What follows belongs to an exercise in optimizing a design on an open flow for small area, a short achievable clock period and few clock cycles per item; a production flow would make more cautious choices.
Only simulation tests tie the RTL to the original design; equivalence was not proved.

==> flow/design.v <==
package jdc_pkg;
  localparam int YEAR_W  = 14;
  localparam int MONTH_W = 4;
  localparam int DAY_W   = 5;
  localparam int JDN_W   = 23;
  localparam int TDATA_W = 48;
  localparam logic [22:0] JDN_EPOCH = 23'd1721119;   
  localparam logic [22:0] JDN_FIRST = 23'd1721426;   
  localparam logic [22:0] JDN_LAST  = 23'd5373484;   
  localparam logic [18:0] EST_OFS = 19'd37704;
endpackage
module jdc_ctrl (
  input  logic clk,
  input  logic rst_n,
  input  logic in_tvalid,
  input  logic out_tready,
  output logic en,
  output logic vld_out
);
  logic v1_r, v2_r, v3_r;
  assign en      = ~v3_r | out_tready;
  assign vld_out = v3_r;
  always_ff @(posedge clk) begin
    if (!rst_n) begin
      v1_r <= 1'b0;
      v2_r <= 1'b0;
      v3_r <= 1'b0;
    end else if (en) begin
      v1_r <= in_tvalid;
      v2_r <= v1_r;
      v3_r <= v2_r;
    end
  end
endmodule
module jdc_fwd (
  input  logic [13:0] year,
  input  logic [3:0]  month,
  input  logic [4:0]  day,
  output logic [13:0] y_mar,
  output logic [8:0]  tday
);
  logic       early;
  logic [8:0] tmon;
  assign early = (month <= 4'd2);
  always_comb begin
    if (year == 14'd0) y_mar = early ? 14'd0 : 14'd1;
    else               y_mar = year - {13'd0, early};
  end
  always_comb begin
    case (month)
      4'd0:  tmon = 9'd275;
      4'd1:  tmon = 9'd306;
      4'd2:  tmon = 9'd337;
      4'd3:  tmon = 9'd0;
      4'd4:  tmon = 9'd31;
      4'd5:  tmon = 9'd61;
      4'd6:  tmon = 9'd92;
      4'd7:  tmon = 9'd122;
      4'd8:  tmon = 9'd153;
      4'd9:  tmon = 9'd184;
      4'd10: tmon = 9'd214;
      4'd11: tmon = 9'd245;
      4'd12: tmon = 9'd275;
      4'd13: tmon = 9'd306;
      4'd14: tmon = 9'd337;
      default: tmon = 9'd367;
    endcase
  end
  assign tday = tmon + {4'd0, day};
endmodule
import jdc_pkg::*;
module jdc_inv_est (
  input  logic [22:0] n,
  output logic [13:0] y_est,
  output logic        err
);
  logic [16:0] sa, sb, p;
  assign err   = (n < JDN_FIRST) || (n > JDN_LAST);
  logic e_c0, e_c1, e_c2, e_c3, e_c4, e_c5, e_c6, e_c7;
  logic e_c8, e_c9, e_c10, e_c11, e_c12, e_c13, e_c14, e_c15;
  logic e_c16, e_c17, e_c18, e_c19, e_c20, e_c21, e_c22, e_c23;
  logic e_c24, e_c25, e_c26, e_c27, e_c28, e_c29, e_c30, e_c31;
  logic e_c32, e_c33, e_c34, e_c35, e_c36, e_c37, e_c38, e_c39;
  logic e_c40, e_c41, e_c42, e_c43, e_c44, e_c45, e_c46, e_c47;
  logic e_c48, e_c49, e_c50, e_c51, e_c52, e_c53, e_c54, e_c55;
  logic e_c56, e_c57, e_c58, e_s0, e_s1, e_s2, e_s3, e_s4;
  logic e_s5, e_s6, e_s7, e_s8, e_s9, e_s10, e_s11, e_s12;
  logic e_s13, e_s14, e_s15, e_s16, e_s17, e_s18, e_s19, e_s20;
  logic e_s21, e_s22, e_s23, e_s24, e_s25, e_s26, e_s27, e_s28;
  logic e_s29, e_s30, e_s31, e_s32, e_s33, e_s34, e_s35, e_s36;
  logic e_s37, e_s38, e_s39, e_s40, e_s41, e_s42, e_s43, e_s44;
  logic e_s45, e_s46, e_s47, e_s48, e_s49, e_s50, e_s51, e_s52;
  logic e_s53, e_s54, e_s55, e_s56, e_s57, e_s58;
  assign e_s0 = n[7] ^ n[9];
  assign e_c0 = n[7] & n[9];
  assign e_s1 = n[8] ^ n[10];
  assign e_c1 = n[8] & n[10];
  assign e_s2 = n[9] ^ n[11] ^ n[12];
  assign e_c2 = (n[9] & n[11]) | (n[9] & n[12]) | (n[11] & n[12]);
  assign e_s3 = n[10] ^ n[12] ^ n[13];
  assign e_c3 = (n[10] & n[12]) | (n[10] & n[13]) | (n[12] & n[13]);
  assign e_s4 = n[11] ^ n[13] ^ n[14];
  assign e_c4 = (n[11] & n[13]) | (n[11] & n[14]) | (n[13] & n[14]);
  assign e_s5 = n[12] ^ n[14];
  assign e_c5 = n[12] & n[14];
  assign e_s6 = n[6] ^ n[8] ^ n[9];
  assign e_c6 = (n[6] & n[8]) | (n[6] & n[9]) | (n[8] & n[9]);
  assign e_s7 = n[10] ^ n[12] ^ ~n[15];
  assign e_c7 = (n[10] & n[12]) | (n[10] & ~n[15]) | (n[12] & ~n[15]);
  assign e_s8 = ~n[18] ^ 1'b1;
  assign e_c8 = ~n[18] & 1'b1;
  assign e_s9 = n[11] ^ n[13] ^ ~n[16];
  assign e_c9 = (n[11] & n[13]) | (n[11] & ~n[16]) | (n[13] & ~n[16]);
  assign e_s10 = ~n[19] ^ e_c0 ^ e_s1;
  assign e_c10 = (~n[19] & e_c0) | (~n[19] & e_s1) | (e_c0 & e_s1);
  assign e_s11 = n[14] ^ ~n[17] ^ ~n[20];
  assign e_c11 = (n[14] & ~n[17]) | (n[14] & ~n[20]) | (~n[17] & ~n[20]);
  assign e_s12 = 1'b1 ^ e_c1 ^ e_s2;
  assign e_c12 = (1'b1 & e_c1) | (1'b1 & e_s2) | (e_c1 & e_s2);
  assign e_s13 = n[15] ^ ~n[18] ^ ~n[21];
  assign e_c13 = (n[15] & ~n[18]) | (n[15] & ~n[21]) | (~n[18] & ~n[21]);
  assign e_s14 = 1'b1 ^ e_c2 ^ e_s3;
  assign e_c14 = (1'b1 & e_c2) | (1'b1 & e_s3) | (e_c2 & e_s3);
  assign e_s15 = n[16] ^ ~n[19] ^ ~n[22];
  assign e_c15 = (n[16] & ~n[19]) | (n[16] & ~n[22]) | (~n[19] & ~n[22]);
  assign e_s16 = 1'b1 ^ e_c3 ^ e_s4;
  assign e_c16 = (1'b1 & e_c3) | (1'b1 & e_s4) | (e_c3 & e_s4);
  assign e_s17 = n[15] ^ n[17] ^ ~n[20];
  assign e_c17 = (n[15] & n[17]) | (n[15] & ~n[20]) | (n[17] & ~n[20]);
  assign e_s18 = 1'b1 ^ e_c4 ^ e_s5;
  assign e_c18 = (1'b1 & e_c4) | (1'b1 & e_s5) | (e_c4 & e_s5);
  assign e_s19 = n[13] ^ n[15] ^ n[16];
  assign e_c19 = (n[13] & n[15]) | (n[13] & n[16]) | (n[15] & n[16]);
  assign e_s20 = n[18] ^ ~n[21] ^ e_c5;
  assign e_c20 = (n[18] & ~n[21]) | (n[18] & e_c5) | (~n[21] & e_c5);
  assign e_s21 = n[14] ^ n[16] ^ n[17];
  assign e_c21 = (n[14] & n[16]) | (n[14] & n[17]) | (n[16] & n[17]);
  assign e_s22 = n[19] ^ ~n[22];
  assign e_c22 = n[19] & ~n[22];
  assign e_s23 = n[15] ^ n[17] ^ n[18];
  assign e_c23 = (n[15] & n[17]) | (n[15] & n[18]) | (n[17] & n[18]);
  assign e_s24 = n[20] ^ 1'b1;
  assign e_c24 = n[20] & 1'b1;
  assign e_s25 = n[16] ^ n[18] ^ n[19];
  assign e_c25 = (n[16] & n[18]) | (n[16] & n[19]) | (n[18] & n[19]);
  assign e_s26 = n[17] ^ n[19] ^ n[20];
  assign e_c26 = (n[17] & n[19]) | (n[17] & n[20]) | (n[19] & n[20]);
  assign e_s27 = n[11] ^ ~n[14];
  assign e_c27 = n[11] & ~n[14];
  assign e_s28 = e_s0 ^ e_c6 ^ e_s7;
  assign e_c28 = (e_s0 & e_c6) | (e_s0 & e_s7) | (e_c6 & e_s7);
  assign e_s29 = e_c7 ^ e_c8 ^ e_s9;
  assign e_c29 = (e_c7 & e_c8) | (e_c7 & e_s9) | (e_c8 & e_s9);
  assign e_s30 = e_c9 ^ e_c10 ^ e_s11;
  assign e_c30 = (e_c9 & e_c10) | (e_c9 & e_s11) | (e_c10 & e_s11);
  assign e_s31 = e_c11 ^ e_c12 ^ e_s13;
  assign e_c31 = (e_c11 & e_c12) | (e_c11 & e_s13) | (e_c12 & e_s13);
  assign e_s32 = e_c13 ^ e_c14 ^ e_s15;
  assign e_c32 = (e_c13 & e_c14) | (e_c13 & e_s15) | (e_c14 & e_s15);
  assign e_s33 = e_c15 ^ e_c16 ^ e_s17;
  assign e_c33 = (e_c15 & e_c16) | (e_c15 & e_s17) | (e_c16 & e_s17);
  assign e_s34 = e_c17 ^ e_c18 ^ e_s19;
  assign e_c34 = (e_c17 & e_c18) | (e_c17 & e_s19) | (e_c18 & e_s19);
  assign e_s35 = e_c19 ^ e_c20 ^ e_s21;
  assign e_c35 = (e_c19 & e_c20) | (e_c19 & e_s21) | (e_c20 & e_s21);
  assign e_s36 = e_c21 ^ e_c22 ^ e_s23;
  assign e_c36 = (e_c21 & e_c22) | (e_c21 & e_s23) | (e_c22 & e_s23);
  assign e_s37 = n[21] ^ e_c23 ^ e_c24;
  assign e_c37 = (n[21] & e_c23) | (n[21] & e_c24) | (e_c23 & e_c24);
  assign e_s38 = n[22] ^ 1'b1 ^ e_c25;
  assign e_c38 = (n[22] & 1'b1) | (n[22] & e_c25) | (1'b1 & e_c25);
  assign e_s39 = n[18] ^ n[20] ^ n[21];
  assign e_c39 = (n[18] & n[20]) | (n[18] & n[21]) | (n[20] & n[21]);
  assign e_s40 = n[19] ^ n[21] ^ n[22];
  assign e_c40 = (n[19] & n[21]) | (n[19] & n[22]) | (n[21] & n[22]);
  assign e_s41 = n[20] ^ n[22];
  assign e_c41 = n[20] & n[22];
  assign e_s42 = ~n[17] ^ e_s6;
  assign e_c42 = ~n[17] & e_s6;
  assign e_s43 = e_s8 ^ e_c27 ^ e_s28;
  assign e_c43 = (e_s8 & e_c27) | (e_s8 & e_s28) | (e_c27 & e_s28);
  assign e_s44 = e_s10 ^ e_c28 ^ e_s29;
  assign e_c44 = (e_s10 & e_c28) | (e_s10 & e_s29) | (e_c28 & e_s29);
  assign e_s45 = e_s12 ^ e_c29 ^ e_s30;
  assign e_c45 = (e_s12 & e_c29) | (e_s12 & e_s30) | (e_c29 & e_s30);
  assign e_s46 = e_s14 ^ e_c30 ^ e_s31;
  assign e_c46 = (e_s14 & e_c30) | (e_s14 & e_s31) | (e_c30 & e_s31);
  assign e_s47 = e_s16 ^ e_c31 ^ e_s32;
  assign e_c47 = (e_s16 & e_c31) | (e_s16 & e_s32) | (e_c31 & e_s32);
  assign e_s48 = e_s18 ^ e_c32 ^ e_s33;
  assign e_c48 = (e_s18 & e_c32) | (e_s18 & e_s33) | (e_c32 & e_s33);
  assign e_s49 = e_s20 ^ e_c33 ^ e_s34;
  assign e_c49 = (e_s20 & e_c33) | (e_s20 & e_s34) | (e_c33 & e_s34);
  assign e_s50 = e_s22 ^ e_c34 ^ e_s35;
  assign e_c50 = (e_s22 & e_c34) | (e_s22 & e_s35) | (e_c34 & e_s35);
  assign e_s51 = e_s24 ^ e_c35 ^ e_s36;
  assign e_c51 = (e_s24 & e_c35) | (e_s24 & e_s36) | (e_c35 & e_s36);
  assign e_s52 = e_s25 ^ e_c36 ^ e_s37;
  assign e_c52 = (e_s25 & e_c36) | (e_s25 & e_s37) | (e_c36 & e_s37);
  assign e_s53 = e_s26 ^ e_c37 ^ e_s38;
  assign e_c53 = (e_s26 & e_c37) | (e_s26 & e_s38) | (e_c37 & e_s38);
  assign e_s54 = e_c26 ^ e_c38 ^ e_s39;
  assign e_c54 = (e_c26 & e_c38) | (e_c26 & e_s39) | (e_c38 & e_s39);
  assign e_s55 = 1'b1 ^ e_c39 ^ e_s40;
  assign e_c55 = (1'b1 & e_c39) | (1'b1 & e_s40) | (e_c39 & e_s40);
  assign e_s56 = 1'b1 ^ e_c40 ^ e_s41;
  assign e_c56 = (1'b1 & e_c40) | (1'b1 & e_s41) | (e_c40 & e_s41);
  assign e_s57 = n[21] ^ e_c41;
  assign e_c57 = n[21] & e_c41;
  assign e_s58 = n[22] ^ 1'b1;
  assign e_c58 = n[22] & 1'b1;
  assign sa = {e_c57, e_c56, e_c55, e_c54, e_c53, e_c52, e_c51, e_c50, e_c49, e_c48, e_c47, e_c46, e_c45, e_c44, e_c43, e_c42, e_s27};
  assign sb = {e_s58, e_s57, e_s56, e_s55, e_s54, e_s53, e_s52, e_s51, e_s50, e_s49, e_s48, e_s47, e_s46, e_s45, e_s44, e_s43, e_s42};
  assign p     = sa + sb;
  assign y_est = p[16:3];
endmodule
module jdc_inv_mon (
  input  logic [8:0]  doy,       
  output logic [3:0]  m          
);
  always_comb begin
    if      (doy >= 9'd337) m = 4'd11;
    else if (doy >= 9'd306) m = 4'd10;
    else if (doy >= 9'd275) m = 4'd9;
    else if (doy >= 9'd245) m = 4'd8;
    else if (doy >= 9'd214) m = 4'd7;
    else if (doy >= 9'd184) m = 4'd6;
    else if (doy >= 9'd153) m = 4'd5;
    else if (doy >= 9'd122) m = 4'd4;
    else if (doy >= 9'd92)  m = 4'd3;
    else if (doy >= 9'd61)  m = 4'd2;
    else if (doy >= 9'd31)  m = 4'd1;
    else                    m = 4'd0;
  end
endmodule
module jdc_inv_dec (
  input  logic [3:0]  m,         
  input  logic [4:0]  doy_lo,    
  input  logic        corr,      
  input  logic [13:0] y_est,
  output logic [13:0] year,
  output logic [3:0]  month,
  output logic [4:0]  day
);
  logic [4:0] start;             
  logic       jf;
  assign start = (m == 4'd0)  ? 5'(9'd0)   :
                 (m == 4'd1)  ? 5'(9'd31)  :
                 (m == 4'd2)  ? 5'(9'd61)  :
                 (m == 4'd3)  ? 5'(9'd92)  :
                 (m == 4'd4)  ? 5'(9'd122) :
                 (m == 4'd5)  ? 5'(9'd153) :
                 (m == 4'd6)  ? 5'(9'd184) :
                 (m == 4'd7)  ? 5'(9'd214) :
                 (m == 4'd8)  ? 5'(9'd245) :
                 (m == 4'd9)  ? 5'(9'd275) :
                 (m == 4'd10) ? 5'(9'd306) : 5'(9'd337);
  assign jf    = (m >= 4'd10);
  assign month = jf ? (m - 4'd9) : (m + 4'd3);
  assign day   = 5'(doy_lo - start + 5'd1);
  assign year  = y_est + {12'd0, corr & jf, corr ^ jf};
endmodule
import jdc_pkg::*;
module julian_day_converter (
  input  logic                         clk,
  input  logic                         rst_n,
  input  logic                         in_tvalid,
  output logic                         in_tready,
  input  logic [jdc_pkg::TDATA_W-1:0]  in_tdata,
  input  logic                         in_tuser,
  output logic                         out_tvalid,
  input  logic                         out_tready,
  output logic [jdc_pkg::TDATA_W-1:0]  out_tdata,
  output logic                         out_tuser
);
  logic        en;
  logic [13:0] y_mar, y_est;
  logic [8:0]  tday;
  logic        err0;
  logic [13:0] x1_r;      
  logic [9:0]  z1_r;      
  logic        op1_r, err1_r;
  logic [11:0] q;
  logic [15:0] cprod, ca, cb;
  logic [7:0]  cent;
  logic        r99, leap;
  logic [22:0] p, pa, pb;
  logic [9:0]  p2_r;      
  logic [13:0] w2_r;      
  logic [7:0]  c2_r;
  logic        leap2_r, op2_r, err2_r;
  logic [22:0] g, ga, gb;
  logic [9:0]  doy_c;
  logic        corr;
  logic [8:0]  doy;
  logic [3:0]  mon;
  logic [13:0] w3_r;      
  logic [9:0]  d3_r;      
  logic        op3_r, err3_r;
  logic [13:0] year_d;
  logic [3:0]  month_d;
  logic [4:0]  day_d;
  jdc_ctrl u_ctrl (
    .clk        (clk),
    .rst_n      (rst_n),
    .in_tvalid  (in_tvalid),
    .out_tready (out_tready),
    .en         (en),
    .vld_out    (out_tvalid)
  );
  jdc_fwd u_fwd (
    .year  (in_tdata[13:0]),
    .month (in_tdata[17:14]),
    .day   (in_tdata[22:18]),
    .y_mar (y_mar),
    .tday  (tday)
  );
  jdc_inv_est u_est (
    .n     (in_tdata[45:23]),
    .y_est (y_est),
    .err   (err0)
  );
  assign in_tready = en;
  always_ff @(posedge clk) begin
    if (en) begin
      x1_r   <= in_tuser ? y_est : y_mar;
      z1_r   <= in_tuser ? ~in_tdata[32:23] : {1'b0, tday};
      op1_r  <= in_tuser;
      err1_r <= in_tuser & err0;
    end
  end
  assign q     = x1_r[13:2];
  logic q_c0, q_c1, q_c2, q_c3, q_c4, q_c5, q_c6, q_c7;
  logic q_c8, q_c9, q_c10, q_c11, q_c12, q_c13, q_c14, q_c15;
  logic q_c16, q_c17, q_c18, q_c19, q_c20, q_c21, q_c22, q_c23;
  logic q_c24, q_s0, q_s1, q_s2, q_s3, q_s4, q_s5, q_s6;
  logic q_s7, q_s8, q_s9, q_s10, q_s11, q_s12, q_s13, q_s14;
  logic q_s15, q_s16, q_s17, q_s18, q_s19, q_s20, q_s21, q_s22;
  logic q_s23, q_s24;
  assign q_s0 = q[0] ^ q[2];
  assign q_c0 = q[0] & q[2];
  assign q_s1 = q[1] ^ q[3] ^ q[6];
  assign q_c1 = (q[1] & q[3]) | (q[1] & q[6]) | (q[3] & q[6]);
  assign q_s2 = q[2] ^ q[4] ^ q[7];
  assign q_c2 = (q[2] & q[4]) | (q[2] & q[7]) | (q[4] & q[7]);
  assign q_s3 = q[3] ^ q[5] ^ q[8];
  assign q_c3 = (q[3] & q[5]) | (q[3] & q[8]) | (q[5] & q[8]);
  assign q_s4 = q[4] ^ q[6] ^ q[9];
  assign q_c4 = (q[4] & q[6]) | (q[4] & q[9]) | (q[6] & q[9]);
  assign q_s5 = q[5] ^ q[7] ^ q[10];
  assign q_c5 = (q[5] & q[7]) | (q[5] & q[10]) | (q[7] & q[10]);
  assign q_s6 = q[6] ^ q[8] ^ q[11];
  assign q_c6 = (q[6] & q[8]) | (q[6] & q[11]) | (q[8] & q[11]);
  assign q_s7 = q[7] ^ q[9];
  assign q_c7 = q[7] & q[9];
  assign q_s8 = q[8] ^ q[10];
  assign q_c8 = q[8] & q[10];
  assign q_s9 = q[9] ^ q[11];
  assign q_c9 = q[9] & q[11];
  assign q_s10 = q[2] ^ ~q[7];
  assign q_c10 = q[2] & ~q[7];
  assign q_s11 = q[0] ^ q[3] ^ ~q[8];
  assign q_c11 = (q[0] & q[3]) | (q[0] & ~q[8]) | (q[3] & ~q[8]);
  assign q_s12 = q[1] ^ q[4] ^ ~q[9];
  assign q_c12 = (q[1] & q[4]) | (q[1] & ~q[9]) | (q[4] & ~q[9]);
  assign q_s13 = q[5] ^ ~q[10] ^ q_s0;
  assign q_c13 = (q[5] & ~q[10]) | (q[5] & q_s0) | (~q[10] & q_s0);
  assign q_s14 = ~q[11] ^ q_c0 ^ q_s1;
  assign q_c14 = (~q[11] & q_c0) | (~q[11] & q_s1) | (q_c0 & q_s1);
  assign q_s15 = 1'b1 ^ q_c1 ^ q_s2;
  assign q_c15 = (1'b1 & q_c1) | (1'b1 & q_s2) | (q_c1 & q_s2);
  assign q_s16 = 1'b1 ^ q_c2 ^ q_s3;
  assign q_c16 = (1'b1 & q_c2) | (1'b1 & q_s3) | (q_c2 & q_s3);
  assign q_s17 = 1'b1 ^ q_c3 ^ q_s4;
  assign q_c17 = (1'b1 & q_c3) | (1'b1 & q_s4) | (q_c3 & q_s4);
  assign q_s18 = 1'b1 ^ q_c4 ^ q_s5;
  assign q_c18 = (1'b1 & q_c4) | (1'b1 & q_s5) | (q_c4 & q_s5);
  assign q_s19 = 1'b1 ^ q_c5 ^ q_s6;
  assign q_c19 = (1'b1 & q_c5) | (1'b1 & q_s6) | (q_c5 & q_s6);
  assign q_s20 = 1'b1 ^ q_c6 ^ q_s7;
  assign q_c20 = (1'b1 & q_c6) | (1'b1 & q_s7) | (q_c6 & q_s7);
  assign q_s21 = 1'b1 ^ q_c7 ^ q_s8;
  assign q_c21 = (1'b1 & q_c7) | (1'b1 & q_s8) | (q_c7 & q_s8);
  assign q_s22 = 1'b1 ^ q_c8 ^ q_s9;
  assign q_c22 = (1'b1 & q_c8) | (1'b1 & q_s9) | (q_c8 & q_s9);
  assign q_s23 = q[10] ^ 1'b1 ^ q_c9;
  assign q_c23 = (q[10] & 1'b1) | (q[10] & q_c9) | (1'b1 & q_c9);
  assign q_s24 = q[11] ^ 1'b1;
  assign q_c24 = q[11] & 1'b1;
  assign ca = {1'b1, q_c23, q_c22, q_c21, q_c20, q_c19, q_c18, q_c17, q_c16, q_c15, q_c14, q_c13, q_c12, q_c11, q_c10, 1'b1};
  assign cb = {q_c24, q_s24, q_s23, q_s22, q_s21, q_s20, q_s19, q_s18, q_s17, q_s16, q_s15, q_s14, q_s13, q_s12, q_s11, q_s10};
  assign cprod = ca + cb;
  assign cent  = cprod[15:8];
  assign r99   = (x1_r[1:0] == 2'b11) && (cprod[7:0] >= 8'd246);
  assign leap  = (x1_r[1:0] == 2'b11) && (!r99 || (cent[1:0] == 2'b11));
  logic f_c0, f_c1, f_c2, f_c3, f_c4, f_c5, f_c6, f_c7;
  logic f_c8, f_c9, f_c10, f_c11, f_c12, f_c13, f_c14, f_c15;
  logic f_c16, f_c17, f_c18, f_c19, f_c20, f_c21, f_c22, f_c23;
  logic f_c24, f_c25, f_c26, f_c27, f_c28, f_c29, f_c30, f_c31;
  logic f_c32, f_c33, f_c34, f_c35, f_c36, f_c37, f_c38, f_c39;
  logic f_c40, f_c41, f_c42, f_c43, f_c44, f_c45, f_c46, f_c47;
  logic f_c48, f_c49, f_c50, f_c51, f_c52, f_c53, f_c54, f_c55;
  logic f_c56, f_c57, f_c58, f_c59, f_c60, f_c61, f_c62, f_c63;
  logic f_c64, f_c65, f_c66, f_c67, f_c68, f_c69, f_c70, f_c71;
  logic f_c72, f_c73, f_s0, f_s1, f_s2, f_s3, f_s4, f_s5;
  logic f_s6, f_s7, f_s8, f_s9, f_s10, f_s11, f_s12, f_s13;
  logic f_s14, f_s15, f_s16, f_s17, f_s18, f_s19, f_s20, f_s21;
  logic f_s22, f_s23, f_s24, f_s25, f_s26, f_s27, f_s28, f_s29;
  logic f_s30, f_s31, f_s32, f_s33, f_s34, f_s35, f_s36, f_s37;
  logic f_s38, f_s39, f_s40, f_s41, f_s42, f_s43, f_s44, f_s45;
  logic f_s46, f_s47, f_s48, f_s49, f_s50, f_s51, f_s52, f_s53;
  logic f_s54, f_s55, f_s56, f_s57, f_s58, f_s59, f_s60, f_s61;
  logic f_s62, f_s63, f_s64, f_s65, f_s66, f_s67, f_s68, f_s69;
  logic f_s70, f_s71, f_s72, f_s73;
  assign f_s0 = x1_r[0] ^ x1_r[1];
  assign f_c0 = x1_r[0] & x1_r[1];
  assign f_s1 = x1_r[1] ^ x1_r[2] ^ x1_r[4];
  assign f_c1 = (x1_r[1] & x1_r[2]) | (x1_r[1] & x1_r[4]) | (x1_r[2] & x1_r[4]);
  assign f_s2 = x1_r[0] ^ x1_r[2] ^ x1_r[3];
  assign f_c2 = (x1_r[0] & x1_r[2]) | (x1_r[0] & x1_r[3]) | (x1_r[2] & x1_r[3]);
  assign f_s3 = x1_r[5] ^ x1_r[6];
  assign f_c3 = x1_r[5] & x1_r[6];
  assign f_s4 = x1_r[1] ^ x1_r[3] ^ x1_r[4];
  assign f_c4 = (x1_r[1] & x1_r[3]) | (x1_r[1] & x1_r[4]) | (x1_r[3] & x1_r[4]);
  assign f_s5 = x1_r[6] ^ x1_r[7] ^ x1_r[9];
  assign f_c5 = (x1_r[6] & x1_r[7]) | (x1_r[6] & x1_r[9]) | (x1_r[7] & x1_r[9]);
  assign f_s6 = x1_r[2] ^ x1_r[4] ^ x1_r[5];
  assign f_c6 = (x1_r[2] & x1_r[4]) | (x1_r[2] & x1_r[5]) | (x1_r[4] & x1_r[5]);
  assign f_s7 = x1_r[7] ^ x1_r[8];
  assign f_c7 = x1_r[7] & x1_r[8];
  assign f_s8 = x1_r[3] ^ x1_r[5] ^ x1_r[6];
  assign f_c8 = (x1_r[3] & x1_r[5]) | (x1_r[3] & x1_r[6]) | (x1_r[5] & x1_r[6]);
  assign f_s9 = x1_r[8] ^ x1_r[9];
  assign f_c9 = x1_r[8] & x1_r[9];
  assign f_s10 = x1_r[4] ^ x1_r[6] ^ x1_r[7];
  assign f_c10 = (x1_r[4] & x1_r[6]) | (x1_r[4] & x1_r[7]) | (x1_r[6] & x1_r[7]);
  assign f_s11 = x1_r[5] ^ x1_r[7];
  assign f_c11 = x1_r[5] & x1_r[7];
  assign f_s12 = x1_r[0] ^ x1_r[1];
  assign f_c12 = x1_r[0] & x1_r[1];
  assign f_s13 = x1_r[1] ^ x1_r[2] ^ x1_r[4];
  assign f_c13 = (x1_r[1] & x1_r[2]) | (x1_r[1] & x1_r[4]) | (x1_r[2] & x1_r[4]);
  assign f_s14 = x1_r[0] ^ x1_r[2] ^ x1_r[3];
  assign f_c14 = (x1_r[0] & x1_r[2]) | (x1_r[0] & x1_r[3]) | (x1_r[2] & x1_r[3]);
  assign f_s15 = x1_r[5] ^ x1_r[7];
  assign f_c15 = x1_r[5] & x1_r[7];
  assign f_s16 = x1_r[3] ^ x1_r[4] ^ x1_r[6];
  assign f_c16 = (x1_r[3] & x1_r[4]) | (x1_r[3] & x1_r[6]) | (x1_r[4] & x1_r[6]);
  assign f_s17 = x1_r[8] ^ z1_r[6] ^ f_s0;
  assign f_c17 = (x1_r[8] & z1_r[6]) | (x1_r[8] & f_s0) | (z1_r[6] & f_s0);
  assign f_s18 = x1_r[5] ^ x1_r[7] ^ x1_r[9];
  assign f_c18 = (x1_r[5] & x1_r[7]) | (x1_r[5] & x1_r[9]) | (x1_r[7] & x1_r[9]);
  assign f_s19 = z1_r[7] ^ f_c0 ^ f_s1;
  assign f_c19 = (z1_r[7] & f_c0) | (z1_r[7] & f_s1) | (f_c0 & f_s1);
  assign f_s20 = x1_r[8] ^ x1_r[10] ^ z1_r[8];
  assign f_c20 = (x1_r[8] & x1_r[10]) | (x1_r[8] & z1_r[8]) | (x1_r[10] & z1_r[8]);
  assign f_s21 = f_c1 ^ f_s2 ^ f_s3;
  assign f_c21 = (f_c1 & f_s2) | (f_c1 & f_s3) | (f_s2 & f_s3);
  assign f_s22 = x1_r[11] ^ z1_r[9] ^ f_c2;
  assign f_c22 = (x1_r[11] & z1_r[9]) | (x1_r[11] & f_c2) | (z1_r[9] & f_c2);
  assign f_s23 = f_c3 ^ f_s4 ^ f_s5;
  assign f_c23 = (f_c3 & f_s4) | (f_c3 & f_s5) | (f_s4 & f_s5);
  assign f_s24 = x1_r[10] ^ x1_r[12] ^ f_c4;
  assign f_c24 = (x1_r[10] & x1_r[12]) | (x1_r[10] & f_c4) | (x1_r[12] & f_c4);
  assign f_s25 = f_c5 ^ f_s6 ^ f_s7;
  assign f_c25 = (f_c5 & f_s6) | (f_c5 & f_s7) | (f_s6 & f_s7);
  assign f_s26 = x1_r[11] ^ x1_r[13] ^ f_c6;
  assign f_c26 = (x1_r[11] & x1_r[13]) | (x1_r[11] & f_c6) | (x1_r[13] & f_c6);
  assign f_s27 = f_c7 ^ f_s8 ^ f_s9;
  assign f_c27 = (f_c7 & f_s8) | (f_c7 & f_s9) | (f_s8 & f_s9);
  assign f_s28 = x1_r[9] ^ x1_r[10] ^ x1_r[12];
  assign f_c28 = (x1_r[9] & x1_r[10]) | (x1_r[9] & x1_r[12]) | (x1_r[10] & x1_r[12]);
  assign f_s29 = f_c8 ^ f_c9 ^ f_s10;
  assign f_c29 = (f_c8 & f_c9) | (f_c8 & f_s10) | (f_c9 & f_s10);
  assign f_s30 = x1_r[8] ^ x1_r[10] ^ x1_r[11];
  assign f_c30 = (x1_r[8] & x1_r[10]) | (x1_r[8] & x1_r[11]) | (x1_r[10] & x1_r[11]);
  assign f_s31 = x1_r[13] ^ f_c10 ^ f_s11;
  assign f_c31 = (x1_r[13] & f_c10) | (x1_r[13] & f_s11) | (f_c10 & f_s11);
  assign f_s32 = x1_r[6] ^ x1_r[8] ^ x1_r[9];
  assign f_c32 = (x1_r[6] & x1_r[8]) | (x1_r[6] & x1_r[9]) | (x1_r[8] & x1_r[9]);
  assign f_s33 = x1_r[11] ^ x1_r[12] ^ f_c11;
  assign f_c33 = (x1_r[11] & x1_r[12]) | (x1_r[11] & f_c11) | (x1_r[12] & f_c11);
  assign f_s34 = x1_r[7] ^ x1_r[9] ^ x1_r[10];
  assign f_c34 = (x1_r[7] & x1_r[9]) | (x1_r[7] & x1_r[10]) | (x1_r[9] & x1_r[10]);
  assign f_s35 = x1_r[12] ^ x1_r[13];
  assign f_c35 = x1_r[12] & x1_r[13];
  assign f_s36 = x1_r[8] ^ x1_r[10] ^ x1_r[11];
  assign f_c36 = (x1_r[8] & x1_r[10]) | (x1_r[8] & x1_r[11]) | (x1_r[10] & x1_r[11]);
  assign f_s37 = x1_r[0] ^ x1_r[2];
  assign f_c37 = x1_r[0] & x1_r[2];
  assign f_s38 = x1_r[3] ^ x1_r[5] ^ z1_r[3];
  assign f_c38 = (x1_r[3] & x1_r[5]) | (x1_r[3] & z1_r[3]) | (x1_r[5] & z1_r[3]);
  assign f_s39 = x1_r[6] ^ z1_r[4] ^ f_c12;
  assign f_c39 = (x1_r[6] & z1_r[4]) | (x1_r[6] & f_c12) | (z1_r[4] & f_c12);
  assign f_s40 = z1_r[5] ^ f_c13 ^ f_s14;
  assign f_c40 = (z1_r[5] & f_c13) | (z1_r[5] & f_s14) | (f_c13 & f_s14);
  assign f_s41 = f_c14 ^ f_c15 ^ f_s16;
  assign f_c41 = (f_c14 & f_c15) | (f_c14 & f_s16) | (f_c15 & f_s16);
  assign f_s42 = f_c16 ^ f_c17 ^ f_s18;
  assign f_c42 = (f_c16 & f_c17) | (f_c16 & f_s18) | (f_c17 & f_s18);
  assign f_s43 = f_c18 ^ f_c19 ^ f_s20;
  assign f_c43 = (f_c18 & f_c19) | (f_c18 & f_s20) | (f_c19 & f_s20);
  assign f_s44 = f_c20 ^ f_c21 ^ f_s22;
  assign f_c44 = (f_c20 & f_c21) | (f_c20 & f_s22) | (f_c21 & f_s22);
  assign f_s45 = f_c22 ^ f_c23 ^ f_s24;
  assign f_c45 = (f_c22 & f_c23) | (f_c22 & f_s24) | (f_c23 & f_s24);
  assign f_s46 = f_c24 ^ f_c25 ^ f_s26;
  assign f_c46 = (f_c24 & f_c25) | (f_c24 & f_s26) | (f_c25 & f_s26);
  assign f_s47 = f_c26 ^ f_c27 ^ f_s28;
  assign f_c47 = (f_c26 & f_c27) | (f_c26 & f_s28) | (f_c27 & f_s28);
  assign f_s48 = f_c28 ^ f_c29 ^ f_s30;
  assign f_c48 = (f_c28 & f_c29) | (f_c28 & f_s30) | (f_c29 & f_s30);
  assign f_s49 = f_c30 ^ f_c31 ^ f_s32;
  assign f_c49 = (f_c30 & f_c31) | (f_c30 & f_s32) | (f_c31 & f_s32);
  assign f_s50 = f_c32 ^ f_c33 ^ f_s34;
  assign f_c50 = (f_c32 & f_c33) | (f_c32 & f_s34) | (f_c33 & f_s34);
  assign f_s51 = x1_r[13] ^ f_c34 ^ f_c35;
  assign f_c51 = (x1_r[13] & f_c34) | (x1_r[13] & f_c35) | (f_c34 & f_c35);
  assign f_s52 = x1_r[9] ^ x1_r[11] ^ x1_r[12];
  assign f_c52 = (x1_r[9] & x1_r[11]) | (x1_r[9] & x1_r[12]) | (x1_r[11] & x1_r[12]);
  assign f_s53 = x1_r[10] ^ x1_r[12];
  assign f_c53 = x1_r[10] & x1_r[12];
  assign f_s54 = x1_r[0] ^ x1_r[2];
  assign f_c54 = x1_r[0] & x1_r[2];
  assign f_s55 = x1_r[1] ^ x1_r[3] ^ z1_r[1];
  assign f_c55 = (x1_r[1] & x1_r[3]) | (x1_r[1] & z1_r[1]) | (x1_r[3] & z1_r[1]);
  assign f_s56 = x1_r[4] ^ z1_r[2] ^ f_s37;
  assign f_c56 = (x1_r[4] & z1_r[2]) | (x1_r[4] & f_s37) | (z1_r[2] & f_s37);
  assign f_s57 = f_s12 ^ f_c37 ^ f_s38;
  assign f_c57 = (f_s12 & f_c37) | (f_s12 & f_s38) | (f_c37 & f_s38);
  assign f_s58 = f_s13 ^ f_c38 ^ f_s39;
  assign f_c58 = (f_s13 & f_c38) | (f_s13 & f_s39) | (f_c38 & f_s39);
  assign f_s59 = f_s15 ^ f_c39 ^ f_s40;
  assign f_c59 = (f_s15 & f_c39) | (f_s15 & f_s40) | (f_c39 & f_s40);
  assign f_s60 = f_s17 ^ f_c40 ^ f_s41;
  assign f_c60 = (f_s17 & f_c40) | (f_s17 & f_s41) | (f_c40 & f_s41);
  assign f_s61 = f_s19 ^ f_c41 ^ f_s42;
  assign f_c61 = (f_s19 & f_c41) | (f_s19 & f_s42) | (f_c41 & f_s42);
  assign f_s62 = f_s21 ^ f_c42 ^ f_s43;
  assign f_c62 = (f_s21 & f_c42) | (f_s21 & f_s43) | (f_c42 & f_s43);
  assign f_s63 = f_s23 ^ f_c43 ^ f_s44;
  assign f_c63 = (f_s23 & f_c43) | (f_s23 & f_s44) | (f_c43 & f_s44);
  assign f_s64 = f_s25 ^ f_c44 ^ f_s45;
  assign f_c64 = (f_s25 & f_c44) | (f_s25 & f_s45) | (f_c44 & f_s45);
  assign f_s65 = f_s27 ^ f_c45 ^ f_s46;
  assign f_c65 = (f_s27 & f_c45) | (f_s27 & f_s46) | (f_c45 & f_s46);
  assign f_s66 = f_s29 ^ f_c46 ^ f_s47;
  assign f_c66 = (f_s29 & f_c46) | (f_s29 & f_s47) | (f_c46 & f_s47);
  assign f_s67 = f_s31 ^ f_c47 ^ f_s48;
  assign f_c67 = (f_s31 & f_c47) | (f_s31 & f_s48) | (f_c47 & f_s48);
  assign f_s68 = f_s33 ^ f_c48 ^ f_s49;
  assign f_c68 = (f_s33 & f_c48) | (f_s33 & f_s49) | (f_c48 & f_s49);
  assign f_s69 = f_s35 ^ f_c49 ^ f_s50;
  assign f_c69 = (f_s35 & f_c49) | (f_s35 & f_s50) | (f_c49 & f_s50);
  assign f_s70 = f_s36 ^ f_c50 ^ f_s51;
  assign f_c70 = (f_s36 & f_c50) | (f_s36 & f_s51) | (f_c50 & f_s51);
  assign f_s71 = f_c36 ^ f_c51 ^ f_s52;
  assign f_c71 = (f_c36 & f_c51) | (f_c36 & f_s52) | (f_c51 & f_s52);
  assign f_s72 = x1_r[13] ^ f_c52 ^ f_s53;
  assign f_c72 = (x1_r[13] & f_c52) | (x1_r[13] & f_s53) | (f_c52 & f_s53);
  assign f_s73 = x1_r[11] ^ x1_r[13] ^ f_c53;
  assign f_c73 = (x1_r[11] & x1_r[13]) | (x1_r[11] & f_c53) | (x1_r[13] & f_c53);
  assign pa = {1'b0, x1_r[13], x1_r[12], f_c72, f_c71, f_c70, f_c69, f_c68, f_c67, f_c66, f_c65, f_c64, f_c63, f_c62, f_c61, f_c60, f_c59, f_c58, f_c57, f_c56, f_c55, f_c54, z1_r[0]};
  assign pb = {1'b0, 1'b0, f_c73, f_s73, f_s72, f_s71, f_s70, f_s69, f_s68, f_s67, f_s66, f_s65, f_s64, f_s63, f_s62, f_s61, f_s60, f_s59, f_s58, f_s57, f_s56, f_s55, f_s54};
  assign p = pa + pb;
  always_ff @(posedge clk) begin
    if (en) begin
      p2_r    <= p[9:0];
      w2_r    <= op1_r ? x1_r : {1'b0, p[22:10]};
      c2_r    <= cent;
      leap2_r <= leap;
      op2_r   <= op1_r;
      err2_r  <= err1_r;
    end
  end
  logic g_c0, g_c1, g_c2, g_c3, g_c4, g_c5, g_c6, g_c7;
  logic g_c8, g_c9, g_c10, g_c11, g_c12, g_c13, g_s0, g_s1;
  logic g_s2, g_s3, g_s4, g_s5, g_s6, g_s7, g_s8, g_s9;
  logic g_s10, g_s11, g_s12, g_s13;
  assign g_s0 = p2_r[0] ^ ~c2_r[0];
  assign g_c0 = p2_r[0] & ~c2_r[0];
  assign g_s1 = p2_r[1] ^ ~c2_r[1];
  assign g_c1 = p2_r[1] & ~c2_r[1];
  assign g_s2 = p2_r[2] ^ ~c2_r[2];
  assign g_c2 = p2_r[2] & ~c2_r[2];
  assign g_s3 = p2_r[3] ^ ~c2_r[3];
  assign g_c3 = p2_r[3] & ~c2_r[3];
  assign g_s4 = p2_r[4] ^ ~c2_r[4];
  assign g_c4 = p2_r[4] & ~c2_r[4];
  assign g_s5 = p2_r[5] ^ ~c2_r[5] ^ c2_r[7];
  assign g_c5 = (p2_r[5] & ~c2_r[5]) | (p2_r[5] & c2_r[7]) | (~c2_r[5] & c2_r[7]);
  assign g_s6 = c2_r[2] ^ op2_r;
  assign g_c6 = c2_r[2] & op2_r;
  assign g_s7 = c2_r[3] ^ g_c0 ^ g_s1;
  assign g_c7 = (c2_r[3] & g_c0) | (c2_r[3] & g_s1) | (g_c0 & g_s1);
  assign g_s8 = c2_r[4] ^ g_c1 ^ g_s2;
  assign g_c8 = (c2_r[4] & g_c1) | (c2_r[4] & g_s2) | (g_c1 & g_s2);
  assign g_s9 = c2_r[5] ^ g_c2 ^ g_s3;
  assign g_c9 = (c2_r[5] & g_c2) | (c2_r[5] & g_s3) | (g_c2 & g_s3);
  assign g_s10 = c2_r[6] ^ g_c3 ^ g_s4;
  assign g_c10 = (c2_r[6] & g_c3) | (c2_r[6] & g_s4) | (g_c3 & g_s4);
  assign g_s11 = 1'b1 ^ g_c4 ^ g_s5;
  assign g_c11 = (1'b1 & g_c4) | (1'b1 & g_s5) | (g_c4 & g_s5);
  assign g_s12 = p2_r[6] ^ ~c2_r[6] ^ g_c5;
  assign g_c12 = (p2_r[6] & ~c2_r[6]) | (p2_r[6] & g_c5) | (~c2_r[6] & g_c5);
  assign g_s13 = p2_r[7] ^ ~c2_r[7];
  assign g_c13 = p2_r[7] & ~c2_r[7];
  assign ga = {w2_r[12], w2_r[11], w2_r[10], w2_r[9], w2_r[8], w2_r[7], w2_r[6], w2_r[5], w2_r[4], w2_r[3], w2_r[2], w2_r[1], w2_r[0], p2_r[9], p2_r[8], g_c12, g_c11, g_c10, g_c9, g_c8, g_c7, g_c6, g_s0};
  assign gb = {1'b0, 1'b0, 1'b1, 1'b1, 1'b0, 1'b1, 1'b0, 1'b0, 1'b1, 1'b0, 1'b0, 1'b0, 1'b0, 1'b1, g_c13, g_s13, g_s12, g_s11, g_s10, g_s9, g_s8, g_s7, g_s6};
  assign g     = ga + gb;
  assign doy_c = ~g[9:0];
  assign corr  = leap2_r ? (doy_c >= 10'd366) : (doy_c >= 10'd365);
  assign doy   = corr ? 9'(doy_c - (leap2_r ? 10'd366 : 10'd365)) : doy_c[8:0];
  jdc_inv_mon u_mon (
    .doy (doy),
    .m   (mon)
  );
  always_ff @(posedge clk) begin
    if (en) begin
      w3_r   <= op2_r ? w2_r : {1'b0, g[22:10]};
      d3_r   <= op2_r ? {corr, mon, doy[4:0]} : g[9:0];
      op3_r  <= op2_r;
      err3_r <= err2_r;
    end
  end
  jdc_inv_dec u_dec (
    .m      (d3_r[8:5]),
    .doy_lo (d3_r[4:0]),
    .corr   (d3_r[9]),
    .y_est  (w3_r),
    .year   (year_d),
    .month  (month_d),
    .day    (day_d)
  );
  always_comb begin
    out_tdata = '0;
    out_tuser = 1'b0;
    if (!op3_r) begin
      out_tdata[22:0] = {w3_r[12:0], d3_r};
    end else if (err3_r) begin
      out_tuser = 1'b1;
    end else begin
      out_tdata[36:23] = year_d;
      out_tdata[40:37] = month_d;
      out_tdata[45:41] = day_d;
    end
  end
endmodule
==> flow/flow/run.sh <==
#!/bin/bash
# Standard layout with two changes:
# - port buffers are buf_1 instead of the flow's default pick, a slow delay
#   cell; every port still gets its buffer;
# - after the standard synthesis, flow/invopt.py chooses the output polarity
#   of each full-adder cell (a full adder is self-dual) so that fewer
#   inverters are needed between adder cells. Registers, ports and all other
#   cells are left as the standard synthesis made them.
set -euo pipefail
cp standard.sh standard_sh.txt
export BUFFER_PORTS_ARGS="-buffer_cell sky130_fd_sc_hd__buf_1"
R=orfs/results/sky130hd/julian_day_converter/base
bash standard.sh synth > standard_synth.log 2>&1
cp $R/1_2_yosys.v yosys_netlist_standard.v
python3 flow/invopt.py yosys_netlist_standard.v $R/1_2_yosys.v > invopt.log 2>&1
touch $R/1_2_yosys.v
bash standard.sh > standard.log 2>&1
==> flow/flow/invopt.py <==
#!/usr/bin/env python3
"""Full-adder polarity pass on a mapped sky130hd netlist.

A full adder is self-dual: fa(~a, ~b, ~c) = ~fa(a, b, c) for both outputs.
Yosys's adder extraction leaves many inverters between adder cells. This pass
treats every inverter as a free negation, chooses for each fa cell whether it
computes the true or the complemented outputs, and then puts back one inverter
per net whose complement is still needed. Registers, ports and every other cell
are untouched; inverters that drive a port are kept.
usage: invopt.py IN.v OUT.v
"""
import re, sys

OUTPINS = {"X", "Y", "Q", "Q_N", "SUM", "COUT", "HI", "LO"}
src = open(sys.argv[1]).read()

inst_re = re.compile(r"^(\s*)(sky130_fd_sc_hd__\w+)\s+(\\\S+\s|\S+)\s*\((.*?)\);\n", re.S | re.M)
pin_re = re.compile(r"\.(\w+)\(\s*(\\\S+\s|[^()\s]+)\s*\)")

def norm(n):
    return n.strip()

# module ports
m = re.search(r"module\s+\w+\s*\((.*?)\);", src, re.S)
ports_out = set()
for d in re.finditer(r"^\s*output\s+(?:\[[^\]]*\]\s*)?(.*?);", src, re.M):
    pass
# output port nets: declared "output [..] name;" -> bits used as name[i] or name
outdecl = {}
for d in re.finditer(r"^\s*output\s+(\[(\d+):(\d+)\]\s*)?(\\\S+\s|\w+)\s*;", src, re.M):
    name = norm(d.group(4))
    outdecl[name] = (int(d.group(2)), int(d.group(3))) if d.group(1) else None

def is_out_port(net):
    base = re.sub(r"\[\d+\]$", "", net)
    return base in outdecl

insts = []
for mo in inst_re.finditer(src):
    typ, name, body = mo.group(2), norm(mo.group(3)), mo.group(4)
    pins = [(p, norm(n)) for p, n in pin_re.findall(body)]
    insts.append(dict(typ=typ, name=name, pins=pins, span=mo.span(), indent=mo.group(1)))

is_inv = lambda t: re.match(r"sky130_fd_sc_hd__(clk)?inv_\d+$", t) is not None
drv_inv = {}   # net Y -> net A for removable inverters
keep = set()
for i in insts:
    if is_inv(i["typ"]):
        d = dict(i["pins"])
        if is_out_port(d["Y"]):
            keep.add(i["name"])
        else:
            drv_inv[d["Y"]] = d["A"]

def resolve(net):
    par = 0
    while net in drv_inv:
        net = drv_inv[net]; par ^= 1
    return net, par

fa = [i for i in insts if i["typ"].startswith("sky130_fd_sc_hd__fa_")]
fa_idx = {i["name"]: k for k, i in enumerate(fa)}
out_of = {}   # base net -> fa index driving it
for k, i in enumerate(fa):
    for p, n in i["pins"]:
        if p in ("SUM", "COUT"):
            out_of[n] = k

# consumers: list of (inst index or None, pin, base net, parity)
cons = []
for i in insts:
    if is_inv(i["typ"]) and i["name"] not in keep:
        continue
    for p, n in i["pins"]:
        if p in OUTPINS:
            continue
        b, par = resolve(n)
        cons.append([i, p, b, par])
flip = [0] * len(fa)
by_net = {}
for c in cons:
    by_net.setdefault(c[2], []).append(c)
fa_in = {k: [] for k in range(len(fa))}
for c in cons:
    if c[0]["name"] in fa_idx:
        fa_in[fa_idx[c[0]["name"]]].append(c)

def need(c):
    b = c[2]
    ph = flip[out_of[b]] if b in out_of else 0
    f = flip[fa_idx[c[0]["name"]]] if c[0]["name"] in fa_idx else 0
    return c[3] ^ ph ^ f

def netcost(b):
    return 1 if any(need(c) for c in by_net.get(b, [])) else 0

def affected(k):
    nets = {c[2] for c in fa_in[k]}
    for p, n in fa[k]["pins"]:
        if p in ("SUM", "COUT"):
            nets.add(n)
    return nets

before = sum(netcost(b) for b in by_net)
improved = True
rounds = 0
while improved and rounds < 50:
    improved = False; rounds += 1
    for k in range(len(fa)):
        nets = affected(k)
        c0 = sum(netcost(b) for b in nets)
        flip[k] ^= 1
        c1 = sum(netcost(b) for b in nets)
        if c1 < c0:
            improved = True
        else:
            flip[k] ^= 1
after = sum(netcost(b) for b in by_net)
sys.stderr.write(f"inverters: {len(drv_inv)} removable, nets needing one before {before}, after {after}, fa flipped {sum(flip)}\n")

# rebuild
neg_name = {}
newwires = []
newinsts = []
def negnet(b):
    if b not in neg_name:
        k = len(neg_name)
        neg_name[b] = f"_invopt_n{k}_"
        newwires.append(neg_name[b])
        bn = b + " " if b.startswith("\\") else b
        newinsts.append(f"  sky130_fd_sc_hd__inv_1 _invopt_i{k}_ (\n    .A({bn}),\n    .Y({neg_name[b]})\n  );\n")
    return neg_name[b]

repl = {}
for c in cons:
    b = c[2]
    n = negnet(b) if need(c) else b
    repl[(c[0]["name"], c[1])] = n
out = []
pos = 0
for i in insts:
    s, e = i["span"]
    out.append(src[pos:s]); pos = e
    if is_inv(i["typ"]) and i["name"] not in keep:
        continue
    nm = i["name"] + " " if i["name"].startswith("\\") else i["name"]
    pl = []
    for p, n in i["pins"]:
        nn = repl.get((i["name"], p), n)
        if nn.startswith("\\"):
            nn += " "
        pl.append(f"    .{p}({nn})")
    out.append(f"{i['indent']}{i['typ']} {nm} (\n" + ",\n".join(pl) + "\n  );\n")
out.append(src[pos:])
txt = "".join(out)
# declare new wires and add new inverters before endmodule
idx = txt.rindex("endmodule")
decl = "".join(f"  wire {w};\n" for w in newwires)
txt = txt[:idx] + decl + "".join(newinsts) + txt[idx:]
open(sys.argv[2], "w").write(txt)
==> flow/standard.sh <==
#!/bin/bash
# synth_recipe.tcl (not shown) runs the flow's synth.tcl, then flattens the netlist and writes it again
# the make line also repeats each setting of config.mk as NAME=value (left out here)
make -C /OpenROAD-flow-scripts/flow DESIGN_CONFIG=/design/flow/config.mk WORK_HOME=/design/flow/orfs CLKGATE_MAP_FILE= SYNTH_SCRIPT=/design/flow/synth_recipe.tcl "${@:-finish}"
==> flow/config.mk <==
export PLATFORM = sky130hd
export DESIGN_NAME = julian_day_converter
export DESIGN_NICKNAME = julian_day_converter
export VERILOG_FILES = /design/flow/design.v
export SDC_FILE = /design/flow/constraint.sdc
export NUM_CORES = 4
export LEC_CHECK = 0
export CAP_MARGIN = 20
export CORE_MARGIN = 2
export CORE_UTILIZATION = 40
export SETUP_SLACK_MARGIN = 1.0
export SLEW_MARGIN = 20
==> flow/constraint.sdc <==
create_clock -name core_clock -period 6.0 [get_ports {clk}]
set_input_delay 1.2000 -clock core_clock [delete_from_list [all_inputs] [get_ports {clk}]]
set_output_delay 1.2000 -clock core_clock [all_outputs]
set_load 0.01 [all_outputs]
==> results of run 1 <==
## layout by cell type (no fill, tap or decap), types with 39 or more instances in the layout
cell type / instances
a21oi_1: 64
buf_1: 90
buf_4: 39
edfxtp_1: 87
fa_1: 122
ha_1: 133
inv_1: 116
nand2_1: 70
nor2_1: 103
o21ai_0: 59
xnor2_1: 51
## cell type report
class | instances | area, um2 | area share, %
Clock buffer | 9 | 225.2 | 1.681
Clock inverter | 7 | 110.1 | 0.8220
Inverter | 122 | 462.9 | 3.456
Multi-Input combinational cell | 983 | 8741 | 65.26
Sequential cell | 90 | 2673 | 19.95
Tap cell | 390 | 488.0 | 3.643
Timing Repair Buffer | 138 | 694.4 | 5.184
## worst min path at each step
| stage | cells past startpoint | endpoint | start |
|---|---|---|---|
| after global routing | 0 | err3_r | err2_r |
| after detailed placement | 0 | err3_r | err2_r |
| after floorplan | 0 | err2_r | err1_r |
| after CTS | 0 | err3_r | err2_r |
| final | 0 | err3_r | err2_r |
| after global placement | 0 | err3_r | err2_r |
## through the flow
step / hold slack (ns) / cell area [um2]
after floorplan: 0.4003 / 11930
after global placement: 0.4082 / 12710
after detailed placement: 0.4458 / 12710
after CTS: 0.4626 / 13200
after global routing: 0.4583 / 13390
final: 0.4513 / 13390
## metal layers
metal  global-route usage, %  up-vias  part of all wire [%]
li1                        -     4523                     -
met1                   23.07     4378                    45
met2                   31.41      181                    49
met3                   1.804       30                   3.3
met4                   5.785        0                   2.2
met5                       0        -                     0
## worst max-delay path, cell delays in order
cell and delay, ns:
buf_8 0.10, fa_1 0.57, fa_1 0.44, fa_1 0.47
ha_1 0.29, a31o_2 0.20, a21o_1 0.17, a21oi_2 0.19
o21ai_2 0.11, o211ai_1 0.24, a31oi_1 0.14, a21o_1 0.21
a21o_1 0.19, a21oi_2 0.13, xnor2_1 0.14, o22ai_1 0.10
## state kept, by name, indices dropped and copies added (netlist names), 8 cells and up
register / cells
p2_r: 10
d3_r: 10
z1_r: 10
c2_r: 8
w3_r: 14
w2_r: 14
x1_r: 14
## what timing repair did
action	in CTS	in global routing
setup buffers	18	14
pin swaps	7	15
setup endpoints to repair	6	12
gates resized for setup	8	31
==> impl_metrics.py, run 1 <==
metrics = {
    "die": {
        "core_um2": 29480,
        "io_pins": 104,
        "die_area_um2": 31210,
        "fp-row-count": 63,
        "dieHeight_um": 176.7,
        "start_util_pct": 40.45,
        "die_width_um": 176.7,
    },
    "timing": {
        "layout_min_cycle_time_ns": 4.840,
        "setup_violations": 0,
        "fin_ws_ns": 1.160,
        "worstMarginPinSlew_ns": 0.8294,
        "setup_tns_ns": 0,
        "period_share_pct": 80.66,
        "slew_headroom_pct": 44.71,
        "rsz0062_at_grt": "yes",
        "hold_viol_final": 0,
        "max_freq_mhz": 206.6,
        "fin_skew_ns": 0.01111,
        "slew_viol_final": 0,
    },
    "placement": {
        "dp_slack_ns": 0.4215,
        "io_buffers": 99,
        "dp.cells": 1691,
        "routabilityCongestion": 0.8510,
        "dp_hpwl_um": 22220,
    },
    "global_routing": {
        "grt_usage_pct": 17.86,
        "antenna_found_initial": 0,
        "grt-ovfl-total": 0,
        "grt_pass1_vias": 9141,
        "grt_pass1_wl_um": 44770,
        "grt_max_degree": 61,
    },
    "route": {
        "vias_per_cell": 5.240,
        "final_antenna_net_count": 0,
        "firstDrtPassIters": 5,
        "post_drt_wl_per_cell_um": 15.52,
        "num_vias": 9112,
        "drc_errors": 0,
        "wirelength_um": 26990,
        "drt_iter0_markers": 505,
    },
    "synth": {
        "netlist_instances": 1223,
        "syn_area_per_cell_um2": 9.750,
        "netlist_area_um2": 11920,
        "ys_warn_count": 4,
    },
    "worst_setup_path": {
        "crit_path_end_kind": "flop",
        "rrSetupSlack_ns": 1.17,
        "crit_required_ns": 6.07,
        "start_kind": "input pin",
        "worst-path-max-fanout": 4,
        "critPathLaunch": "in_tdata[33]",
        "critPathArrivalTime_ns": 4.91,
        "crit_end": "x1_r[13]",
        "worstReg2RegEnd": "w2_r[10]",
        "rr_worst_depth": 14,
        "critPathKind": "input pin to flop",
        "r2r_start": "x1_r[4]",
    },
    "cts": {
        "clock_sinks": 90,
        "cts_root_buffer": "clkbuf_16",
        "clkTransAtPathRegs_ns": 0.07,
        "cts_buffers": 9,
        "worstSkewPairLatency_ns": 0.35,
        "h-tree-depth": 3,
        "cts_hold_buf": 0,
        "cts_tree": "built",
        "cts_max_path_buffers": 2,
    },
    "status": {
        "outcome": "finished clean",
    },
    "cells_and_area": {
        "final.fill_count": 2871,
        "drive_above_1_share_pct": 8.747,
        "final_util_pct": 45.43,
        "instances_no_fill": 1739,
        "area_growth_pct": 12.33,
        "num-nets-final": 1654,
        "diodes": 0,
    },
    "worst_hold_path": {
        "hold_class": "flop to flop",
    },
    "job": {
        "cap_viol_max_count": 0,
    },
}
Testbench counts, summed over its fixed seeds: cycles 8,024, items 8,000.
==> run 2, diff against run 1 <==
--- a/flow/config.mk
+++ b/flow/config.mk
@@ -9,3 +9,4 @@
 export CORE_MARGIN = 2
-export CORE_UTILIZATION = 40
+export CORE_UTILIZATION = 70
+export PLACE_DENSITY = 0.8
 export SETUP_SLACK_MARGIN = 1.0
==> run 2 against run 1 <==
Compared with the run above: still clean on timing, DRC and antenna; clock skew rose by 0.0019 ns; cell count decreased by 9.7%; sequential share of layout area grew 0.32 points; cell area decreased by 1.6%; synthesized cell count stayed put; non-clock buffer count is 2 higher; critical path depth down 1; wire length grew 0.81%; first-iteration DRC count rose by 10%; worst hold slack worse by 0.027 ns; via count grew 3.8%; critical endpoint unchanged.
==> impl_metrics.py, run 2 <==
metrics = {
    "cts": {
        "cts_hold_buf": 0,
        "cts_root_buffer": "clkbuf_16",
        "clock_sinks": 90,
        "cts_tree": "built",
        "h-tree-depth": 3,
        "cts_buffers": 9,
        "worstSkewPairLatency_ns": 0.35,
        "cts_max_path_buffers": 2,
        "clkTransAtPathRegs_ns": 0.07,
    },
    "global_routing": {
        "grt_pass1_vias": 9439,
        "grt_max_degree": 90,
        "antenna_found_initial": 0,
        "grt_usage_pct": 30.87,
        "grt-ovfl-total": 0,
        "grt_pass1_wl_um": 44530,
    },
    "route": {
        "drc_errors": 0,
        "drt_iter0_markers": 556,
        "firstDrtPassIters": 7,
        "wirelength_um": 27210,
        "vias_per_cell": 6.020,
        "num_vias": 9457,
        "final_antenna_net_count": 0,
        "post_drt_wl_per_cell_um": 17.32,
    },
    "worst_setup_path": {
        "worstPathCellList": "buf_1 -> ha_1 -> fa_1 -> fa_1 -> fa_1 -> ha_1 -> a21oi_2 -> o21ai_2 -> o211ai_1 -> a31oi_1 -> a21o_1 -> a21o_1 -> a21oi_2 -> xnor2_1 -> o22ai_1",
        "crit_path_end_kind": "flop",
        "start_kind": "input pin",
        "critPathKind": "input pin to flop",
        "crit_required_ns": 6.08,
        "crit_top_cell": "fa_1",
        "critPathArrivalTime_ns": 4.95,
        "cpPeakStageDelay_ns": 0.54,
        "worst-path-max-fanout": 5,
        "critPathSlowestCell": "fa_1",
    },
    "timing": {
        "setup_violations": 0,
        "worstMarginPinSlew_ns": 0.7710,
        "max_freq_mhz": 205.2,
        "fin_skew_ns": 0.01297,
        "slew_viol_final": 0,
        "hold_viol_final": 0,
        "slew_headroom_pct": 48.60,
        "setup_tns_ns": 0,
        "holdWs_ns": 0.4241,
        "layout_min_cycle_time_ns": 4.874,
        "period_share_pct": 81.23,
        "rsz0062_at_grt": "yes",
    },
    "cells_and_area": {
        "diodes": 0,
        "num-nets-final": 1656,
        "drive_above_1_share_pct": 8.660,
        "final_common_cell": "ha_1",
        "final_cell_mix": "ha_1, fa_1, inv_1",
        "final.fill_count": 1087,
        "instances_no_fill": 1571,
        "reg_top3": "w2_r x14, w3_r x14, x1_r x14",
        "area_growth_pct": 10.57,
    },
    "worst_hold_path": {
        "hold_class": "flop to flop",
    },
    "placement": {
        "dp.cells": 1522,
        "io_buffers": 99,
        "routabilityCongestion": 0.9373,
        "dp_hpwl_um": 21440,
    },
    "synth": {
        "netlist_instances": 1223,
        "ys_warn_count": 4,
        "netlist_area_um2": 11920,
        "syn_area_per_cell_um2": 9.750,
    },
    "die": {
        "die_area_um2": 18090,
        "die_width_um": 134.5,
        "start_util_pct": 71.65,
        "fp-row-count": 47,
        "dieHeight_um": 134.5,
        "io_pins": 104,
        "core_um2": 16640,
    },
    "job": {
        "cap_viol_max_count": 0,
    },
    "status": {
        "outcome": "finished clean",
    },
}
run 2: path summary, 6_finish.rpt:
check / start / end / slack, ns / depth (start not counted)
setup / recovery: in_tdata[31] / x1_r[13] / 1.13 / 15
setup reg to reg: p2_r[1] / d3_r[5] / 1.21 / 16
hold / removal: err2_r / err3_r / 0.42 / 0
hold reg to reg: err2_r / err3_r / 0.42 / 0
run 2: worst max-delay path: cells and delay by family:
kind | cells | cell delay [ns]
compound gates | 8 | 1.35
xor+xnor | 1 | 0.15
fa+ha+maj | 5 | 2.02
buf+inv | 1 | 0.23
run 2: stage by stage:
step                utilization [%]  instance area (um2)  setup WS, ns
finish                        79.22                13180         1.126
global route                  79.22                13180        0.9121
CTS                           77.74                12940         1.006
detailed placement            75.16                12510        0.4583
global placement              75.16                12510        0.5206
floorplan                         -                11930         1.010
run 2: cell type report:
| type | instances | area [um2] | share of cell area [%] |
|---|---|---|---|
| Clock inverter | 6 | 77.57 | 0.5884 |
| Sequential cell | 90 | 2673 | 20.27 |
| Inverter | 122 | 461.7 | 3.502 |
| Clock buffer | 10 | 229.0 | 1.737 |
| Timing Repair Buffer | 140 | 730.7 | 5.542 |
| Tap cell | 220 | 275.3 | 2.088 |
| Multi-Input combinational cell | 983 | 8737 | 66.27 |
run 2: routing by layer:
layer  wire, um  GRT usage [%]  up-vias
li1           -              -     4529
met1      10720          36.47     4589
met2      14200          56.55      274
met3       1031          3.979       65
met4       1260          13.27        0
met5          0              0        -
run 2: what timing repair did:
action,4_1_cts,5_1_grt
resized for setup,8,28
pin swaps,3,16
endpoints found under the setup margin,6,11
setup buffers,14,18
==> run 3, diff against run 2 <==
--- a/flow/config.mk
+++ b/flow/config.mk
@@ -9,4 +9,3 @@
 export CORE_MARGIN = 2
-export CORE_UTILIZATION = 70
-export PLACE_DENSITY = 0.8
+export CORE_UTILIZATION = 55
 export SETUP_SLACK_MARGIN = 1.0
==> run 3 against run 2 <==
Compared with the run above: global-route usage fell by 5.8 points; still clean on timing, DRC and antenna; cell area fell by 0.13%; cell count rose by 2.8%; wire length rose by 0.36%.
==> impl_metrics.py, run 3 <==
metrics = {
    "status": {
        "outcome": "finished clean",
    },
    "cells_and_area": {
        "final_common_cell": "ha_1",
        "multiInputGateArea_um2": 8755,
        "area_growth_pct": 10.42,
        "final_cell_mix": "ha_1, fa_1, inv_1",
        "num-nets-final": 1645,
        "seq_area_um2": 2673,
        "reg_top3": "w2_r x14, w3_r x14, x1_r x14",
        "diodes": 0,
        "instances_no_fill": 1615,
        "final.fill_count": 1889,
        "drive_above_1_share_pct": 8.209,
    },
    "placement": {
        "dp_slack_ns": 0.4845,
        "routabilityCongestion": 0.8783,
        "dp.cells": 1580,
        "io_buffers": 99,
        "dp_hpwl_um": 22290,
    },
    "cts": {
        "clock_sinks": 90,
        "cts_tree": "built",
        "worstSkewPairLatency_ns": 0.36,
        "cts_max_path_buffers": 2,
        "cts_root_buffer": "clkbuf_16",
        "h-tree-depth": 3,
        "cts_buffers": 9,
        "clkTransAtPathRegs_ns": 0.08,
    },
    "die": {
        "die_width_um": 151.2,
        "fp-row-count": 53,
        "dieHeight_um": 151.2,
        "die_area_um2": 22870,
        "start_util_pct": 56.37,
        "io_pins": 104,
        "core_um2": 21150,
    },
    "global_routing": {
        "grt_max_degree": 64,
        "grt_pass1_wl_um": 44510,
        "grt_usage_pct": 25.03,
        "grt-ovfl-total": 0,
        "grt_pass1_vias": 9040,
        "antenna_found_initial": 0,
    },
    "route": {
        "drt_iter0_markers": 311,
        "dr_wl_met2_um": 13590,
        "vias_per_cell": 5.611,
        "post_drt_wl_per_cell_um": 16.91,
        "wirelength_um": 27310,
        "num_vias": 9062,
        "firstDrtPassIters": 6,
        "highest_layer": "met4",
        "met3WireLength_um": 858,
        "wl_met1_um": 12120,
        "drc_errors": 0,
        "final_antenna_net_count": 0,
    },
    "worst_setup_path": {
        "critPathSlowestCell": "fa_1",
        "worstPathCellList": "clkbuf_4 -> fa_1 -> fa_1 -> fa_1 -> ha_1 -> a31o_2 -> a21o_1 -> a21oi_2 -> o21ai_2 -> o211ai_1 -> a31oi_2 -> a21o_1 -> a21o_1 -> a21oi_2 -> xnor2_1 -> o22ai_1",
        "cpPeakStageDelay_ns": 0.55,
        "cp.buffers_inverters": 1,
        "start_kind": "input pin",
        "crit_family": "adder cells",
        "critPathKind": "input pin to flop",
        "crit_path_end_kind": "flop",
        "crit_required_ns": 6.08,
        "critPathArrivalTime_ns": 4.91,
        "rr_worst_depth": 14,
        "crit_cells": 16,
        "worst-path-max-fanout": 4,
    },
    "timing": {
        "setup_tns_ns": 0,
        "fin_ws_ns": 1.170,
        "rsz0062_at_grt": "no",
        "max_freq_mhz": 207.1,
        "slew_headroom_pct": 45.98,
        "worstMarginPinSlew_ns": 0.8103,
        "hold_viol_final": 0,
        "fin_skew_ns": 0.01526,
        "slew_viol_final": 0,
        "period_share_pct": 80.50,
        "layout_min_cycle_time_ns": 4.830,
        "setup_violations": 0,
    },
    "synth": {
        "netlist_instances": 1223,
        "netlist_area_um2": 11920,
        "ys_warn_count": 4,
        "syn_area_per_cell_um2": 9.750,
    },
    "worst_hold_path": {
        "hold_class": "flop to flop",
        "whs_path_depth": 0,
    },
    "job": {
        "cap_viol_max_count": 0,
    },
}
run 3: changes by cell type in the layout (fill, tap and decap cells not counted), moves of 2 or more:
| cell | change |
|---|---|
| o21ai_0 | -2 |
| o21ai_1 | +2 |
| clkbuf_2 | -2 |
| clkinvlp_4 | +2 |
| buf_2 | +3 |
| inv_8 | +3 |
| buf_4 | -9 |
| buf_6 | -2 |
run 3: path summary, 6_finish.rpt:
kind / to / from / slack [ns]
min: err3_r / err2_r / 0.42
min reg2reg: err3_r / err2_r / 0.42
max: x1_r[13] / in_tdata[33] / 1.17
max reg2reg: w2_r[12] / x1_r[3] / 1.22
run 3: final cells by class:
type,instances,share of cell area [%]
inverters,122,3.516
clock buffers,9,1.711
flip-flops and latches,90,20.30
well taps,275,2.613
repair buffers,129,4.637
clock inverters,7,0.7317
multi-input cells,983,66.49
run 3: repair_timing:
item / CTS / global route
buffers inserted: 11 / 8
hold buffers: 0 / 0
setup endpoints to repair: 7 / 9
gates resized for setup: 8 / 28
pin swaps: 2 / 7
run 3: per-layer routing:
metal | track usage, % | up-vias
met4 | 7.850 | 0
met2 | 43.94 | 182
met3 | 2.922 | 37
met5 | 0 | -
met1 | 32.39 | 4327
li1 | - | 4516
run 3: through the flow:
step | area, um2 | utilization (%) | hold WS [ns]
CTS | 13020 | 61.53 | 0.4211
detailed placement | 12600 | 59.56 | 0.4056
finish | 13170 | 62.24 | 0.4212
global route | 13170 | 62.24 | 0.4268
global placement | 12600 | 59.56 | 0.4008
floorplan | 11930 | - | 0.4003
run 3: worst register-to-register path, stage by stage (launching register included):
cell	delay [ns]
edfxtp_1	0.43
buf_4	0.21
fa_1	0.47
fa_1	0.43
fa_1	0.41
fa_1	0.49
ha_1	0.35
a2111o_1	0.42
or3_1	0.37
nor3_4	0.18
nor3b_2	0.10
o31ai_2	0.24
a21oi_1	0.15
a21oi_1	0.17
o31ai_1	0.08

[afterwards: timing with drivers on the ports]
No port has a modelled driver above. Below, the same layouts with a new extraction and two added sets of constraints.
Step 1 sets driving cells, clkbuf_16 on the clock port and buf_2 on the other inputs (assumed; they add their load-dependent delay and slew).
Step 2 also shifts input and output timing later by t, the mid clock arrival at the registers, as if the neighbouring blocks saw the same clock.
a / b / c = no drivers / after step 1 / after step 2; a / b = the first two.
run | t, ns | slack for setup (ns) | worst setup path at the end
run 1 | 0.396 | 1.160 / 1.169 / 0.773 | input to register
run 2 | 0.393 | 1.126 / 1.149 / 0.757 | input to register
run 3 | 0.400 | 1.170 / 1.198 / 0.798 | input to register
After both steps every run listed still meets setup and hold. The setup slack of run 1, which loses most, moves by +0.009 ns with the drivers and by -0.387 ns with both steps.
